Source: an optimization exercise on an open RTL-to-GDS flow (aim: small area and a short achievable clock period). Production flows keep margins and buffers that such runs may drop. The RTL was checked by simulation tests, not by an equivalence proof against the original design. No activity file was given, so power comes from the tool's default toggle rates.

**standard.sh**
```bash
#!/bin/bash
# synth_recipe.tcl (not shown) runs the flow's synth.tcl, then flattens the netlist and writes it again
# the make line also repeats each setting of config.mk as NAME=value (left out here)
make -C /OpenROAD-flow-scripts/flow DESIGN_CONFIG=/design/flow/config.mk WORK_HOME=/design/flow/orfs CLKGATE_MAP_FILE= SYNTH_SCRIPT=/design/flow/synth_recipe.tcl "${@:-finish}"
```
**constraint.sdc**
```tcl
create_clock -name core_clock -period 25.0 [get_ports {i_clk}]
set_input_delay 5.0000 -clock core_clock [delete_from_list [all_inputs] [get_ports {i_clk}]]
set_output_delay 5.0000 -clock core_clock [all_outputs]
set_load 0.01 [all_outputs]
```
**config.mk**
```make
export PLATFORM = sky130hd
export DESIGN_NAME = smc_top
export DESIGN_NICKNAME = smc_top
export VERILOG_FILES = /design/flow/design.v
export SDC_FILE = /design/flow/constraint.sdc
export NUM_CORES = 4
export LEC_CHECK = 0
export CAP_MARGIN = 20
export CORE_MARGIN = 2
export CORE_UTILIZATION = 40
export CTS_BUF_LIST = sky130_fd_sc_hd__clkbuf_8 sky130_fd_sc_hd__clkbuf_16
export SLEW_MARGIN = 20
export SYNTH_MEMORY_MAX_BITS = 100000
```
**flow/run.sh**
```bash
#!/bin/bash
# Standard layout, with the port buffers made from the smallest buffer cell.
export BUFFER_PORTS_ARGS="-buffer_cell sky130_fd_sc_hd__buf_1"
bash standard.sh > standard.log 2>&1
```
**design.v**
```verilog
`timescale 1ns/1ps
`default_nettype none
module smc_top (
    input  wire         i_clk,
    input  wire         i_reset,
    input  wire         i_in_valid,
    input  wire  [1:0]  i_mode,
    input  wire  [17:0] i_w,
    input  wire  [17:0] i_vgs,
    input  wire  [17:0] i_vds,
    output logic        o_out_valid,
    output logic [7:0]  o_out_n
);
    function automatic [9:0] radd(input [9:0] a, input [9:0] b, input ci);
        logic c;
        c = ci;
        for (int i = 0; i < 10; i++) begin
            radd[i] = a[i] ^ b[i] ^ c;
            c       = (a[i] & b[i]) | (c & (a[i] ^ b[i]));
        end
    endfunction
    function automatic [9:0] cadd(input [9:0] a, input [9:0] b, input ci);
        logic [9:0] lo, h0, h1;
        lo = radd({5'b0, a[4:0]}, {5'b0, b[4:0]}, ci);
        h0 = radd({5'b0, a[9:5]}, {5'b0, b[9:5]}, 1'b0);
        h1 = radd({5'b0, a[9:5]}, {5'b0, b[9:5]}, 1'b1);
        cadd = {lo[5] ? h1[4:0] : h0[4:0], lo[4:0]};
    endfunction
    function automatic [19:0] csa(input [9:0] a, input [9:0] b, input [9:0] c);
        logic [9:0] s, k;
        s = a ^ b ^ c;
        k = (a & b) | (c & (a ^ b));
        csa = {k[8:0], 1'b0, s};
    endfunction
    function automatic ge(input [6:0] a, input [6:0] b);
        logic g;
        g = 1'b1;
        for (int i = 0; i < 7; i++) g = b[i] ? (a[i] & g) : (a[i] | g);
        ge = g;
    endfunction
    function automatic [7:0] div3(input [7:0] x);
        logic r1, r0, n1, n0;
        r1 = 1'b0; r0 = 1'b0;
        for (int i = 7; i >= 0; i--) begin
            div3[i] = r1 | (r0 & x[i]);
            n1 = x[i] ? r1 : r0;
            n0 = x[i] ? ~(r1 | r0) : r1;
            r1 = n1; r0 = n0;
        end
    endfunction
    localparam logic [127:0] G0 = 128'h2a0ef8fafe00000024e40404fc000000;
    localparam logic [127:0] G1 = 128'h360a02fc0000000038f8f8f800000000;
    localparam logic [127:0] G2 = 128'hc40cfc0000000000c000000000000000;
    localparam logic [127:0] G3 = 128'hf8f00000000000000000000000000000;
    localparam logic [127:0] G4 = 128'h00e4f200fcfe000024e40404fc000000;
    localparam logic [127:0] G5 = 128'h36000006000000001212f20202fe0000;
    localparam logic [31:0] T0 = 32'h00243800;
    localparam logic [31:0] T1 = 32'h0038c000;
    localparam logic [31:0] T2 = 32'h00c00000;
    logic [6:0] x [6];
    logic       v0, v1;
    logic [1:0] md0, md1;
    logic [17:0] w0;
    logic [5:0]  g0 [6];
    always_ff @(posedge i_clk) begin
        v0   <= i_in_valid & ~i_reset;
        md0  <= i_mode;
        w0   <= i_w;
    end
    for (genvar d = 0; d < 6; d++) begin : g_dev
        wire [6:0] idx = {i_mode[0], i_vgs[3*d +: 3], i_vds[3*d +: 3]};
        always_ff @(posedge i_clk)
            g0[d] <= {G5[idx], G4[idx], G3[idx], G2[idx], G1[idx], G0[idx]};
        wire [2:0] w  = w0[3*d +: 3];
        wire [4:0] ti = {g0[d][5:4], w};
        wire [6:0] t  = {4'b0, T2[ti], T1[ti], T0[ti]};
        assign x[d] = w * g0[d][3:0] + t;
    end
    logic ahead [6][6];
    always_comb begin
        for (int i = 0; i < 6; i++) begin
            ahead[i][i] = 1'b0;
            for (int j = i + 1; j < 6; j++) begin
                ahead[i][j] = ge(x[i], x[j]) ^ ~md0[1];
                ahead[j][i] = ~ahead[i][j];
            end
        end
    end
    logic [5:0] pos [3];
    for (genvar d = 0; d < 6; d++) begin : g_rank
        logic any1, atl2, atl3;
        always_comb begin
            any1 = 1'b0; atl2 = 1'b0; atl3 = 1'b0;
            for (int j = 0; j < 6; j++) begin
                for (int k = j + 1; k < 6; k++) begin
                    atl2 = atl2 | (ahead[j][d] & ahead[k][d]);
                    for (int l = k + 1; l < 6; l++)
                        atl3 = atl3 | (ahead[j][d] & ahead[k][d] & ahead[l][d]);
                end
                any1 = any1 | ahead[j][d];
            end
        end
        assign pos[0][d] = ~any1;
        assign pos[1][d] = any1 & ~atl2;
        assign pos[2][d] = atl2 & ~atl3;
    end
    logic [6:0] rc [3];
    logic [6:0] r [3];
    logic [6:0] bq [3];
    always_comb begin
        for (int k = 0; k < 3; k++) begin
            rc[k] = '0;
            for (int d = 0; d < 6; d++) rc[k] = rc[k] | (pos[k][d] ? x[d] : 7'd0);
        end
    end
    always_ff @(posedge i_clk) begin
        v1  <= v0 & ~i_reset;
        md1 <= md0;
        for (int k = 0; k < 3; k++) r[k] <= rc[k];
    end
    always_comb begin
        for (int k = 0; k < 3; k++) bq[k] = r[k];
    end
    wire [19:0] s1  = csa({3'b0, bq[0]}, {3'b0, bq[1]}, {3'b0, bq[2]});
    wire [9:0]  sum = radd(s1[9:0], s1[19:10], 1'b0);
    wire [6:0]  hi = md1[1] ? bq[0] : bq[2];
    wire [6:0]  lo = md1[1] ? bq[2] : bq[0];
    wire [19:0] s2 = csa({s1[7:0], 2'b00}, {s1[17:10], 2'b00}, {3'b0, lo});
    wire [19:0] s3 = csa(s2[9:0], s2[19:10], ~{3'b0, hi});
    wire [9:0]  t4 = cadd(s3[9:0], s3[19:10], 1'b1);
    wire [7:0]  y  = md1[0] ? t4[9:2] : sum[7:0];
    always_ff @(posedge i_clk) begin
        o_out_valid <= v1 & ~i_reset;
        o_out_n     <= div3(y);
    end
endmodule
`default_nettype wire
```
==> impl_summary.txt <==
----------------------------------------------------
[Worst setup path]
  Crit path buffers/inverters ... 5
  Register-to-register path setup slack ... 18.64 ns
  Startpoint-to-endpoint class of the critical path ... register to register
  Delay of the slowest critical-path stage ... 0.55 ns
  Highest fanout seen on the critical path ... 5
  Cell family contributing the most delay on the critical path ... adder cells
  End of the worst register-to-register path ... o_out_n[0]
  Worst R2R Start ... r[0][1]
  Path depth of the worst reg2reg path ... 27
  Setup crit start kind ... register
  Data arrival time of the worst path ... approximately 6.6 ns
  Required @ worst endpoint ... 25.25 ns
  Cell occurring most often along the worst timing path ... fa_1
  Crit path max-delay cell type ... fa_1
  Endpoint type of the worst setup path ... register

[Clock tree]
  Count of instances resized after the clock tree is built ... 0
  CTS tree ... done
  Bufs on Longest Clock Path ... 2
  Post-CTS Hold Fix Bufs ... 0
  CTS buffer count ... 9
  Worst-path clk slew ... 0.08 ns
  Setup repair bufs after CTS ... 0
  Clock latency on the worst-skew pair ... 0.37 ns
  # H-tree levels ... 3
  Clock tree root buffer cell ... clkbuf_16
  Clock net sink count ... 89

[Global routing]
  Wire length of the first global-routing pass ... 56250 µm
  GRT Total Usage ... 0.2063
  Largest net degree at the start of global routing ... 63
  Via count of the first global-routing pass ... between 10k and 15k
  Total gr overflow ... 0
  Number of antenna violations at the first check in global routing ... 0

[Timing]
  Hold violation total from the final report ... 0
  Final max-slew violation count ... 0
  Slew at the pin closest to its max-slew limit ... 1.130 ns
  Relative max-transition margin ... 0.2413
  Worst clock skew on the final layout ... 0.01230 ns
  Number of setup violations in the final report ... 0
  Setup repair after global routing missed its margin ... false
  Period utilization ... 0.2545
  Final TNS setup ... 0 ns
  Maximum achievable frequency ... 157.2 MHz
  Post-layout min period ... 6.362 ns
  Final Worst Setup Slack ... 18.64 ns

[Drt]
  Met1 Routed Length ... 15160 µm
  Initial DRC count ... 1224
  Drt wl/cell ... 16.80 µm
  Highest routed layer ... met4
  Met2 WL ... approximately 15000 µm
  Length of routed met3 wiring ... 2364 µm
  Total detailed-routing wirelength ... 33790 µm
  Vias after detailed routing ... 12.07k
  Remaining routing DRC violations ... 0
  Vias per cell ... 6.004
  First-pass detailed-route iteration total ... 7
  Count of antenna-violating nets left after detailed routing ... 0

[Placement]
  Minimum setup slack after placement ... 18.27 ns
  Final HPWL from detailed placement ... around 26000 µm
  GPL Wtd Cong ... 0.9730
  Dpl cell area ... 12960 µm²
  Placed insts ... 1995
  Number of port buffers ... between 60 and 70

[Logic synthesis]
  Most frequently used flop master after synthesis ... dfxtp_1
  Number of flip-flops and latches in the synthesized netlist ... 89
  Yosys warnings ... 8
  Netlist Area Pre-Place ... 12560 µm²
  Number of different library cells in the post-synthesis netlist ... 97
  Area share of the largest cell type after synthesis ... 0.1419
  Dominant cell type by area after synthesis ... dfxtp_1
  Synth Net Count ... 1844
  Mapped Cells ... 1618
  Async set-reset flop share out of synthesis ... 0
  Most common cell in the netlist ... nand2_1
  Most numerous cell types in the synthesized netlist ... 146 x nand2_1, 117 x ha_1, 111 x nor2_1
  Mean instance size in the synthesized netlist ... 7.762 µm²
  Number of enable flip-flop cells after synthesis ... 0
  Top cells by area in the synthesized netlist ... dfxtp_1 14%, ha_1 12%, fa_1 8.0%
  Share of the yosys chip area belonging to registers ... 0.1419

[Flow run]
  Number of maximum-capacitance violations ... 0

[Floorplanning]
  Overall die height ... 181.2 µm
  Core region area ... 30750 µm²
  Initial cell density of the core ... 0.4084
  Floorplan row count ... 64
  Number of I/O pins ... 68
  Area of the die ... 32830 µm²
  Overall die width ... 181.2 µm

[Worst hold path]
  Min-delay worst type ... register to register
  Worst hold path stage count ... 0
  Sink of the worst hold path ... md1[0]
  Hold Crit Start ... md0[0]

[Power]
  Pwr per Cell Area ... 115.1 nW/µm²
  Leakage Power ... 5.407 nW
  Max rail drop VDD ... 152.9 µV

[Layout]
  Final std cell area, no fill ... 13260 µm²
  Number of nets in the layout ... 1836
  Total inserted antenna cells ... 0
  Final Non-Filler Cells ... 2011
  Layout area overhead ... 5.559%
  Fraction of layout instances using a drive strength above 1 ... 0.05387

[Outcome]
  Outcome ... timing/DRC/antenna clean

----------------------------------------------------
## cell type report
cell class | count | area, µm²
clock buffer | 9 | 225.2
fill | 3187 | 17490
tap | 396 | 495.5
clock inverter | 7 | 67.56
timing repair buffer | 75 | 316.6
inverter | 92 | 345.3
sequential | 89 | 1782
multi-input combinational | 1343 | 10030
## logic make-up (layout without fill, tap and decap cells)
group,count (synthesis),count (layout),synth area share
mux,43,43,0.03537
other cells,1,1,0.0002986
fa+ha+maj,185,185,0.2113
xor+xnor,51,51,0.03676
compound gates,465,465,0.2634
simple gates,598,598,0.2511
flops,89,89,0.1419
buf+inv,186,183,0.05987
## per-layer routing
metal	global-route usage	up-vias
met3	0.02903	84
met5	0	-
met4	0.08976	0
li1	-	5931
met1	0.2733	5594
met2	0.3344	465
## worst max path at each step
stage	cells past startpoint	endpoint	startpoint	slack [ns]
6_report	27	o_out_n[0]	r[0][1]	18.64
5_1_grt	26	o_out_n[0]	md1[1]	17.98
4_1_cts	26	o_out_n[0]	md1[1]	18.58
3_5_place_dp	8	g0[3][0]	i_vds[10]	18.27
3_3_place_gp	8	g0[3][0]	i_vds[10]	18.37
2_1_floorplan	8	g0[3][0]	i_vds[10]	18.61
## stage by stage
| stage | hold WS [ns] | util | power [mW] |
|---|---|---|---|
| after floorplan | 0.3096 | - | 1.141 |
| after global placement | 0.3156 | 0.4216 | 1.348 |
| after detailed placement | 0.3239 | 0.4216 | 1.382 |
| after CTS | 0.3402 | 0.4312 | 1.525 |
| after global routing | 0.3498 | 0.4312 | 1.687 |
| final | 0.3331 | 0.4312 | 1.526 |
## placed cells by master, fill, tap and decap left out, drive strengths merged, types with 18 or more instances in the layout
cell type and count:
o211ai 22, a31oi 29, a222oi 23, maj3 18
nor2b 35, nor2 111, ha 117, xnor2 35
nand2b 46, nand2 146, dfxtp 89, a21oi 72
o221ai 20, nand4 18, o21ai 111, nand3 37
a211oi 23, mux2i 32, nor4 18, inv 95
and2 80, nor3 30, o22ai 25, buf 74
a22oi 33, fa 50
## state kept, by name, summed over array words and instances (netlist names)
signal,flops
g0,36
md0,2
md1,2
o_out_n,7
o_out_valid,1
r,21
v0,1
v1,1
w0,18
## worst register-to-register path, stage by stage, from the launching register on
cell and delay (ns):
dfxtp_1 0.40, inv_1 0.08, fa_1 0.53, fa_1 0.53
fa_1 0.55, inv_1 0.05, fa_1 0.40, inv_1 0.08
fa_1 0.21, o21ai_0 0.12, fa_1 0.39, fa_1 0.37
inv_1 0.07, fa_1 0.17, xnor2_1 0.13, xnor2_1 0.14
nand2_1 0.06, o21ai_0 0.11, xor2_1 0.22, ha_1 0.20
nand2b_1 0.10, a21boi_0 0.14, o21ai_0 0.46, inv_1 0.20
a21oi_1 0.18, a21oi_1 0.10, nand3_1 0.12, o2111ai_1 0.11
## power by group
group	leakage, nW	switching [mW]	internal (mW)
clock network	0.142	0.0655	0.0703
registers	0.741	0.0162	0.175
logic	4.52	0.733	0.466
total	5.41	0.814	0.712

-- what the ideal ports hide --
How much do the figures lean on ideal ports? The routed layout below was timed once more, with nothing changed but the port constraints. Step 1 (the two cells are an assumption about what drives the block):
set clk [get_ports {i_clk}]
set_driving_cell -lib_cell sky130_fd_sc_hd__clkbuf_16 $clk
set_driving_cell -lib_cell sky130_fd_sc_hd__buf_2 [delete_from_list [all_inputs] $clk]
Step 2, shift: input delay + t, output delay - t, t = (earliest + latest rising clock arrival at the registers) / 2. This alone moves slack from input paths to output paths. Slacks: no drivers / after step 1 / after step 2; pairs: no drivers / after step 1.
t, ns: 0.419
setup slack, ns: 18.638 / 18.638 / 18.272
clock arrival spread, ns: 0.013 / 0.012
After both steps setup and hold are still met in this run. The setup slack of this run moves by 0.000 ns with the drivers and by -0.366 ns with both steps.
